Source: an optimization exercise on an open RTL-to-GDS flow (aim: a short achievable clock period and few clock cycles per item). Production flows keep margins and buffers that such runs may drop.
At most, simulation tests tie the RTL to the original design; equivalence was not proved.
The clock port is modelled as an ideal driver, which makes a skipped or thinned clock tree look cheaper than it is; a real chip needs a root buffer or a tree.
Power is estimated from default activity; no workload was simulated.

==> module mem_responder, before the edit <==
module mem_responder #(
    parameter int ADDR_BITS = 8,
    parameter int LATENCY   = 2
) (
    input  logic        clk,
    input  logic        reset,
    input  logic        req_valid,
    output logic        req_ready,
    input  logic        req_wr,
    input  logic [31:0] req_addr,
    input  logic [31:0] req_wdata,
    input  logic [3:0]  req_be,
    output logic        resp_valid,
    input  logic        resp_ready,
    output logic [31:0] resp_rdata,
    output logic        resp_err
);
    localparam int WORDS  = 64;
    localparam int QDEPTH = 4;      
    localparam int QW     = 2;        
    logic [31:0] mem_q [WORDS];
    logic        ready_q;
    logic        acc;
    assign acc = req_valid && ready_q;
    logic        take_req;
    assign take_req = acc && !reset;
    logic        be_ok;
    logic        err;
    always_comb begin
        case (req_be)
            4'b0001, 4'b0010, 4'b0100, 4'b1000,
            4'b0011, 4'b1100, 4'b1111: be_ok = 1'b1;
            default:                   be_ok = 1'b0;
        endcase
        err = (req_addr[31:8] != 24'd0) || !be_ok;
    end
    logic        v1;
    logic        err1;
    logic        wen1;            
    logic [31:0] d1;
    logic        we1 [WORDS];     
    logic [3:0]  be1;             
    logic        rsel1 [WORDS];   
    logic [7:0] pre_lo, pre_wr, pre_rd;
    always_comb begin
        for (int i = 0; i < 8; i++) begin
            pre_lo[i] = (req_addr[4:2] == 3'(i));
            pre_wr[i] = req_wr && (req_addr[7:5] == 3'(i));
            pre_rd[i] = !req_wr && (req_addr[7:5] == 3'(i));
        end
    end
    always_ff @(posedge clk) begin
        v1   <= take_req;
        err1 <= err;
        wen1 <= take_req && req_wr && !err;
        d1   <= req_wdata;
        be1  <= req_be;
        for (int w = 0; w < WORDS; w++) begin
            we1[w]   <= pre_wr[w/8] && pre_lo[w%8];
            rsel1[w] <= pre_rd[w/8] && pre_lo[w%8];
        end
    end
    always_ff @(posedge clk) begin
        for (int w = 0; w < WORDS; w++)
            for (int b = 0; b < 4; b++)
                if (wen1 && we1[w] && be1[b]) mem_q[w][8*b +: 8] <= d1[8*b +: 8];
    end
    logic        v2;
    logic        err2;
    logic [31:0] rda2 [8];
    always_ff @(posedge clk) begin
        v2   <= v1 && !reset;
        err2 <= err1;
        for (int g = 0; g < 8; g++) begin
            logic [31:0] acc_g;
            acc_g = 32'd0;
            for (int k = 0; k < 8; k++)
                acc_g = acc_g | (mem_q[8*g+k] & {32{rsel1[8*g+k]}});
            rda2[g] <= acc_g;
        end
    end
    logic [31:0] rd;
    always_comb begin
        rd = 32'd0;
        for (int g = 0; g < 8; g++) rd = rd | rda2[g];
        if (err2) rd = 32'd0;
    end
    logic          ov;
    logic [32:0]   od;
    logic [32:0]   fifo [QDEPTH];
    logic [QW-1:0] wp, rp, rp1;
    logic [QW:0]   qn;            
    logic [QW:0]   cnt;           
    logic        take;
    logic [32:0] inc;
    logic [32:0] head_keep, head_next;
    logic        ov_keep, ov_next;
    logic [QW:0] cnt_d;
    assign take = ov && resp_ready;
    assign inc  = {err2, rd};
    assign rp1  = rp + 1'b1;
    assign ov_keep   = (qn != '0) || v2;
    assign head_keep = (qn != '0) ? fifo[rp] : inc;
    assign ov_next   = (qn > (QW+1)'(1)) || v2;
    assign head_next = (qn > (QW+1)'(1)) ? fifo[rp1] : inc;
    always_comb begin
        cnt_d = cnt;
        if (acc && !take)      cnt_d = cnt + 1'b1;
        else if (!acc && take) cnt_d = cnt - 1'b1;
    end
    always_ff @(posedge clk) begin
        if (v2) fifo[wp] <= inc;
        od <= take ? head_next : head_keep;
    end
    always_ff @(posedge clk) begin
        if (reset) begin
            ov      <= 1'b0;
            wp      <= '0;
            rp      <= '0;
            qn      <= '0;
            cnt     <= '0;
            ready_q <= 1'b1;
        end else begin
            ov <= take ? ov_next : ov_keep;
            if (v2)   wp <= wp + 1'b1;
            if (take) rp <= rp1;
            if (v2 && !take)      qn <= qn + 1'b1;
            else if (take && !v2) qn <= qn - 1'b1;
            cnt     <= cnt_d;
            ready_q <= (cnt_d < (QW+1)'(QDEPTH));
        end
    end
    assign req_ready  = ready_q;
    assign resp_valid = ov;
    assign resp_rdata = od[31:0];
    assign resp_err   = od[32];
endmodule
==> flow/config.mk <==
export PLATFORM = sky130hd
export DESIGN_NAME = mem_responder
export DESIGN_NICKNAME = mem_responder
export VERILOG_FILES = /design/flow/design.v
export SDC_FILE = /design/flow/constraint.sdc
export NUM_CORES = 4
export LEC_CHECK = 0
export CAP_MARGIN = 20
export CORE_MARGIN = 2
export CORE_UTILIZATION = 60
export CTS_CLUSTER_DIAMETER = 100
export CTS_CLUSTER_SIZE = 25
export SETUP_SLACK_MARGIN = 3.2
export SLEW_MARGIN = 20
export TNS_END_PERCENT = 100
==> flow/constraint.sdc <==
create_clock -name core_clock -period 5.0 [get_ports {clk}]
set_input_delay 1.0000 -clock core_clock [delete_from_list [all_inputs] [get_ports {clk}]]
set_output_delay 1.0000 -clock core_clock [all_outputs]
set_load 0.01 [all_outputs]
standard.sh (not shown) runs the stock make flow with config.mk's settings and CLKGATE_MAP_FILE= SYNTH_SCRIPT=/design/flow/synth_recipe.tcl, a recipe that flattens the netlist after the stock synthesis.
==> flow/flow/run.sh <==
#!/bin/bash
# Own flow: the standard layout (standard.sh), with one change after clock
# tree synthesis (flow/post_cts_hook.tcl, flow/post_cts.tcl): the leaf buffers
# that ORFS's CTS made (each driving a cluster of flip-flop clock pins) are
# kept, and the levels above them are rebuilt as 12 inverters, each at the
# centre of a group of nearby leaf buffers, driven by 4 inverters that the
# clock port drives. Every register's clock passes through the same three
# levels. Each output port's buffer is then placed beside the flip-flop
# that drives it. Ports are buffered with buf_6 cells (ORFS's buffer_ports picks
# the smallest buffer otherwise, a slow delay cell on some inputs).
set -euo pipefail
W=$(pwd)
export POST_CTS_TCL="$W/flow/post_cts_hook.tcl"
export BUFFER_PORTS_ARGS="-buffer_cell sky130_fd_sc_hd__buf_6"
bash "$W/standard.sh" > "$W/standard.log" 2>&1
Other scripts of this flow, unchanged in this note and not shown: flow/flow/post_cts.tcl, flow/flow/post_cts_hook.tcl
Then changed:
--- a/flow/design.v
+++ b/flow/design.v
@@ -102,16 +102,27 @@
     assign ov_keep   = (qn != '0) || v2;
     assign head_keep = (qn != '0) ? fifo[rp] : inc;
     assign ov_next   = (qn > (QW+1)'(1)) || v2;
     assign head_next = (qn > (QW+1)'(1)) ? fifo[rp1] : inc;
+    logic [QW:0] cnt_up, cnt_dn;
+    logic        rdy_same, rdy_up, rdy_dn, rdy_d;
+    assign cnt_up   = cnt + 1'b1;
+    assign cnt_dn   = cnt - 1'b1;
+    assign rdy_same = (cnt < (QW+1)'(QDEPTH));
+    assign rdy_up   = (cnt_up < (QW+1)'(QDEPTH));
+    assign rdy_dn   = (cnt_dn < (QW+1)'(QDEPTH));
     always_comb begin
-        cnt_d = cnt;
-        if (acc && !take)      cnt_d = cnt + 1'b1;
-        else if (!acc && take) cnt_d = cnt - 1'b1;
+        if (acc) begin
+            cnt_d = take ? cnt : cnt_up;
+            rdy_d = take ? rdy_same : rdy_up;
+        end else begin
+            cnt_d = take ? cnt_dn : cnt;
+            rdy_d = take ? rdy_dn : rdy_same;
+        end
     end
     always_ff @(posedge clk) begin
         if (v2) fifo[wp] <= inc;
-        od <= take ? head_next : head_keep;
+        od <= resp_ready ? head_next : head_keep;
     end
     always_ff @(posedge clk) begin
         if (reset) begin
             ov      <= 1'b0;
@@ -120,15 +131,15 @@
             qn      <= '0;
             cnt     <= '0;
             ready_q <= 1'b1;
         end else begin
-            ov <= take ? ov_next : ov_keep;
+            ov <= resp_ready ? ov_next : ov_keep;
             if (v2)   wp <= wp + 1'b1;
             if (take) rp <= rp1;
             if (v2 && !take)      qn <= qn + 1'b1;
             else if (take && !v2) qn <= qn - 1'b1;
             cnt     <= cnt_d;
-            ready_q <= (cnt_d < (QW+1)'(QDEPTH));
+            ready_q <= rdy_d;
         end
     end
     assign req_ready  = ready_q;
     assign resp_valid = ov;
Outcome: Final cell count stays flat. Power went down by 0.94%. Via count went down by 0.90%. Design area went down by 0.36%. Setup slack is better by 0.013 ns. Routed wire length went down by 0.89%. Die area stays flat. Clock power hardly moves.
Testbench counts after the change, summed over its fixed seeds: cycles 4,824, items 4,800.
Function not checked in the first run of this note: the RTL went through the layout flow alone.

* * *

mem_responder, a different RTL version from the one above (not shown whole).
Size in the first run: about 5700 cells after synthesis, roughly 2900 flip-flops, about 0.099 mm2 of cells after synthesis.
==> module mem_responder, before the edit <==
module mem_responder #(
    parameter int ADDR_BITS = 8,
    parameter int LATENCY   = 2
) (
    input  logic        clk,
    input  logic        reset,
    input  logic        req_valid,
    output logic        req_ready,
    input  logic        req_wr,
    input  logic [31:0] req_addr,
    input  logic [31:0] req_wdata,
    input  logic [3:0]  req_be,
    output logic        resp_valid,
    input  logic        resp_ready,
    output logic [31:0] resp_rdata,
    output logic        resp_err
);
    localparam int WORDS  = 64;
    localparam int QDEPTH = 5;      
    localparam int QW     = 3;      
    logic [31:0] mem_q [WORDS];
    logic        ready_q;
    logic        acc;
    assign acc = req_valid && ready_q;
    logic        take_req;
    assign take_req = acc && !reset;
    logic        v0;
    logic        wr0;
    logic [31:0] a0;
    logic [31:0] d0;
    logic [3:0]  be0;
    always_ff @(posedge clk) begin
        v0  <= take_req;
        wr0 <= req_wr;
        a0  <= req_addr;
        d0  <= req_wdata;
        be0 <= req_be;
    end
    logic        be_ok;
    logic        err;
    always_comb begin
        case (be0)
            4'b0001, 4'b0010, 4'b0100, 4'b1000,
            4'b0011, 4'b1100, 4'b1111: be_ok = 1'b1;
            default:                   be_ok = 1'b0;
        endcase
        err = (a0[31:8] != 24'd0) || !be_ok;
    end
    logic        v1;
    logic        err1;
    logic        wen1;            
    logic [31:0] d1;
    logic [3:0]  web1 [WORDS];    
    logic        rsel1 [WORDS];   
    always_ff @(posedge clk) begin
        v1   <= v0 && !reset;
        err1 <= err;
        wen1 <= v0 && wr0 && !err;
        d1   <= d0;
        for (int w = 0; w < WORDS; w++) begin
            web1[w]  <= (wr0 && a0[7:2] == 6'(w)) ? be0 : 4'b0000;
            rsel1[w] <= !wr0 && a0[7:2] == 6'(w);
        end
    end
    always_ff @(posedge clk) begin
        for (int w = 0; w < WORDS; w++)
            for (int b = 0; b < 4; b++)
                if (wen1 && web1[w][b]) mem_q[w][8*b +: 8] <= d1[8*b +: 8];
    end
    logic        v2;
    logic        err2;
    logic [31:0] rda2 [8];
    always_ff @(posedge clk) begin
        v2   <= v1 && !reset;
        err2 <= err1;
        for (int g = 0; g < 8; g++) begin
            logic [31:0] acc_g;
            acc_g = 32'd0;
            for (int k = 0; k < 8; k++)
                acc_g = acc_g | (mem_q[8*g+k] & {32{rsel1[8*g+k]}});
            rda2[g] <= acc_g;
        end
    end
    logic [31:0] rd;
    always_comb begin
        rd = 32'd0;
        for (int g = 0; g < 8; g++) rd = rd | rda2[g];
        if (err2) rd = 32'd0;
    end
    logic          ov;
    logic [32:0]   od;
    logic [32:0]   fifo [QDEPTH];
    logic [QW-1:0] wp, rp, rp1;
    logic [QW:0]   qn;            
    logic [QW:0]   cnt;           
    logic        take;
    logic [32:0] inc;
    logic [32:0] head_keep, head_next;
    logic        ov_keep, ov_next;
    logic [QW:0] cnt_d;
    assign take = ov && resp_ready;
    assign inc  = {err2, rd};
    assign rp1  = (rp == QW'(QDEPTH - 1)) ? '0 : rp + 1'b1;
    assign ov_keep   = (qn != '0) || v2;
    assign head_keep = (qn != '0) ? fifo[rp] : inc;
    assign ov_next   = (qn > (QW+1)'(1)) || v2;
    assign head_next = (qn > (QW+1)'(1)) ? fifo[rp1] : inc;
    always_comb begin
        cnt_d = cnt;
        if (acc && !take)      cnt_d = cnt + 1'b1;
        else if (!acc && take) cnt_d = cnt - 1'b1;
    end
    always_ff @(posedge clk) begin
        if (v2) fifo[wp] <= inc;
        od <= take ? head_next : head_keep;
    end
    always_ff @(posedge clk) begin
        if (reset) begin
            ov      <= 1'b0;
            wp      <= '0;
            rp      <= '0;
            qn      <= '0;
            cnt     <= '0;
            ready_q <= 1'b1;
        end else begin
            ov <= take ? ov_next : ov_keep;
            if (v2)   wp <= (wp == QW'(QDEPTH - 1)) ? '0 : wp + 1'b1;
            if (take) rp <= rp1;
            if (v2 && !take)      qn <= qn + 1'b1;
            else if (take && !v2) qn <= qn - 1'b1;
            cnt     <= cnt_d;
            ready_q <= (cnt_d < (QW+1)'(QDEPTH));
        end
    end
    assign req_ready  = ready_q;
    assign resp_valid = ov;
    assign resp_rdata = od[31:0];
    assign resp_err   = od[32];
endmodule
Settings: LEC_CHECK=0, CAP_MARGIN=20, CORE_MARGIN=2, CORE_UTILIZATION=60, CTS_CLUSTER_DIAMETER=100, CTS_CLUSTER_SIZE=25, SETUP_SLACK_MARGIN=3.2, SLEW_MARGIN=20, TNS_END_PERCENT=100; clock period 5.0 ns.
==> flow/flow/run.sh <==
#!/bin/bash
# Own flow: the standard layout (standard.sh), with one change after clock
# tree synthesis (flow/post_cts_hook.tcl, flow/post_cts.tcl): the leaf buffers
# that ORFS's CTS made (each driving a cluster of flip-flop clock pins) are
# kept, and the levels above them are rebuilt as 12 inverters, each at the
# centre of a group of nearby leaf buffers, driven by 4 inverters that the
# clock port drives. Every register's clock passes through the same three
# levels. Ports are buffered with buf_6 cells (ORFS's buffer_ports picks
# the smallest buffer otherwise, a slow delay cell on some inputs).
set -euo pipefail
W=$(pwd)
export POST_CTS_TCL="$W/flow/post_cts_hook.tcl"
export BUFFER_PORTS_ARGS="-buffer_cell sky130_fd_sc_hd__buf_6"
bash "$W/standard.sh" > "$W/standard.log" 2>&1
Other scripts of this flow, unchanged in this note and not shown: flow/flow/post_cts.tcl, flow/flow/post_cts_hook.tcl
Change:
--- a/flow/design.v
+++ b/flow/design.v
@@ -15,52 +15,48 @@
     output logic [31:0] resp_rdata,
     output logic        resp_err
 );
     localparam int WORDS  = 64;
-    localparam int QDEPTH = 5;      
-    localparam int QW     = 3;      
+    localparam int QDEPTH = 4;      
+    localparam int QW     = 2;        
     logic [31:0] mem_q [WORDS];
     logic        ready_q;
     logic        acc;
     assign acc = req_valid && ready_q;
     logic        take_req;
     assign take_req = acc && !reset;
-    logic        v0;
-    logic        wr0;
-    logic [31:0] a0;
-    logic [31:0] d0;
-    logic [3:0]  be0;
-    always_ff @(posedge clk) begin
-        v0  <= take_req;
-        wr0 <= req_wr;
-        a0  <= req_addr;
-        d0  <= req_wdata;
-        be0 <= req_be;
-    end
     logic        be_ok;
     logic        err;
     always_comb begin
-        case (be0)
+        case (req_be)
             4'b0001, 4'b0010, 4'b0100, 4'b1000,
             4'b0011, 4'b1100, 4'b1111: be_ok = 1'b1;
             default:                   be_ok = 1'b0;
         endcase
-        err = (a0[31:8] != 24'd0) || !be_ok;
+        err = (req_addr[31:8] != 24'd0) || !be_ok;
     end
     logic        v1;
     logic        err1;
     logic        wen1;            
     logic [31:0] d1;
     logic [3:0]  web1 [WORDS];    
     logic        rsel1 [WORDS];   
+    logic [7:0] pre_lo, pre_wr, pre_rd;
+    always_comb begin
+        for (int i = 0; i < 8; i++) begin
+            pre_lo[i] = (req_addr[4:2] == 3'(i));
+            pre_wr[i] = req_wr && (req_addr[7:5] == 3'(i));
+            pre_rd[i] = !req_wr && (req_addr[7:5] == 3'(i));
+        end
+    end
     always_ff @(posedge clk) begin
-        v1   <= v0 && !reset;
+        v1   <= take_req;
         err1 <= err;
-        wen1 <= v0 && wr0 && !err;
-        d1   <= d0;
+        wen1 <= take_req && req_wr && !err;
+        d1   <= req_wdata;
         for (int w = 0; w < WORDS; w++) begin
-            web1[w]  <= (wr0 && a0[7:2] == 6'(w)) ? be0 : 4'b0000;
-            rsel1[w] <= !wr0 && a0[7:2] == 6'(w);
+            web1[w]  <= (pre_wr[w/8] && pre_lo[w%8]) ? req_be : 4'b0000;
+            rsel1[w] <= pre_rd[w/8] && pre_lo[w%8];
         end
     end
     always_ff @(posedge clk) begin
         for (int w = 0; w < WORDS; w++)
@@ -99,9 +95,9 @@
     logic        ov_keep, ov_next;
     logic [QW:0] cnt_d;
     assign take = ov && resp_ready;
     assign inc  = {err2, rd};
-    assign rp1  = (rp == QW'(QDEPTH - 1)) ? '0 : rp + 1'b1;
+    assign rp1  = rp + 1'b1;
     assign ov_keep   = (qn != '0) || v2;
     assign head_keep = (qn != '0) ? fifo[rp] : inc;
     assign ov_next   = (qn > (QW+1)'(1)) || v2;
     assign head_next = (qn > (QW+1)'(1)) ? fifo[rp1] : inc;
@@ -123,9 +119,9 @@
             cnt     <= '0;
             ready_q <= 1'b1;
         end else begin
             ov <= take ? ov_next : ov_keep;
-            if (v2)   wp <= (wp == QW'(QDEPTH - 1)) ? '0 : wp + 1'b1;
+            if (v2)   wp <= wp + 1'b1;
             if (take) rp <= rp1;
             if (v2 && !take)      qn <= qn + 1'b1;
             else if (take && !v2) qn <= qn - 1'b1;
             cnt     <= cnt_d;
- core utilization falls by 0.35 points
- synthesized area falls by a few percent
- critical path depth falls by 10
- first-iteration DRC count falls by a few percent
- clock power barely changes
- global-route usage rises by 0.33 points
- hold slack gets better by 0.0043 ns
- clock skew falls by 0.016 ns
No run of this note included a check of the RTL's function; only the layout flow was run.

==> what the ideal ports hide <==
The results above use ideal ports. As a check the final layouts listed here were re-extracted and re-timed, cells and wires unchanged. Step 1 (the two cells are an assumption about what drives the block):
set clk [get_ports {clk}]
set_driving_cell -lib_cell sky130_fd_sc_hd__clkbuf_16 $clk
set_driving_cell -lib_cell sky130_fd_sc_hd__buf_2 [delete_from_list [all_inputs] $clk]
Step 2 adds t to the input delays and takes it off the output delays; t is the mean of the earliest and latest rising clock arrival at the registers after step 1. Input paths then give back, and output paths get back, about the clock's delay inside the block. Three values: no drivers, after step 1, after step 2; two values: the first two.
| run | t (ns) | slack for setup (ns) | worst data-port slew with drivers (ns) |
|---|---|---|---|
| the first run of note 1 | 0.722 | 3.110 / 2.797 / 2.660 | 0.13 |
| the second run of note 1 | 0.700 | 3.123 / 2.810 / 2.757 | 0.19 |
| the first run of note 2 | 0.744 | 3.026 / 2.753 / 2.559 | 0.07 |
| the second run of note 2 | 0.720 | 3.077 / 2.772 / 2.567 | 0.26 |
After both steps setup and hold are still met in every run listed. The setup slack of the second run of note 2, which loses most, moves by -0.305 ns with the drivers and by -0.510 ns with both steps.
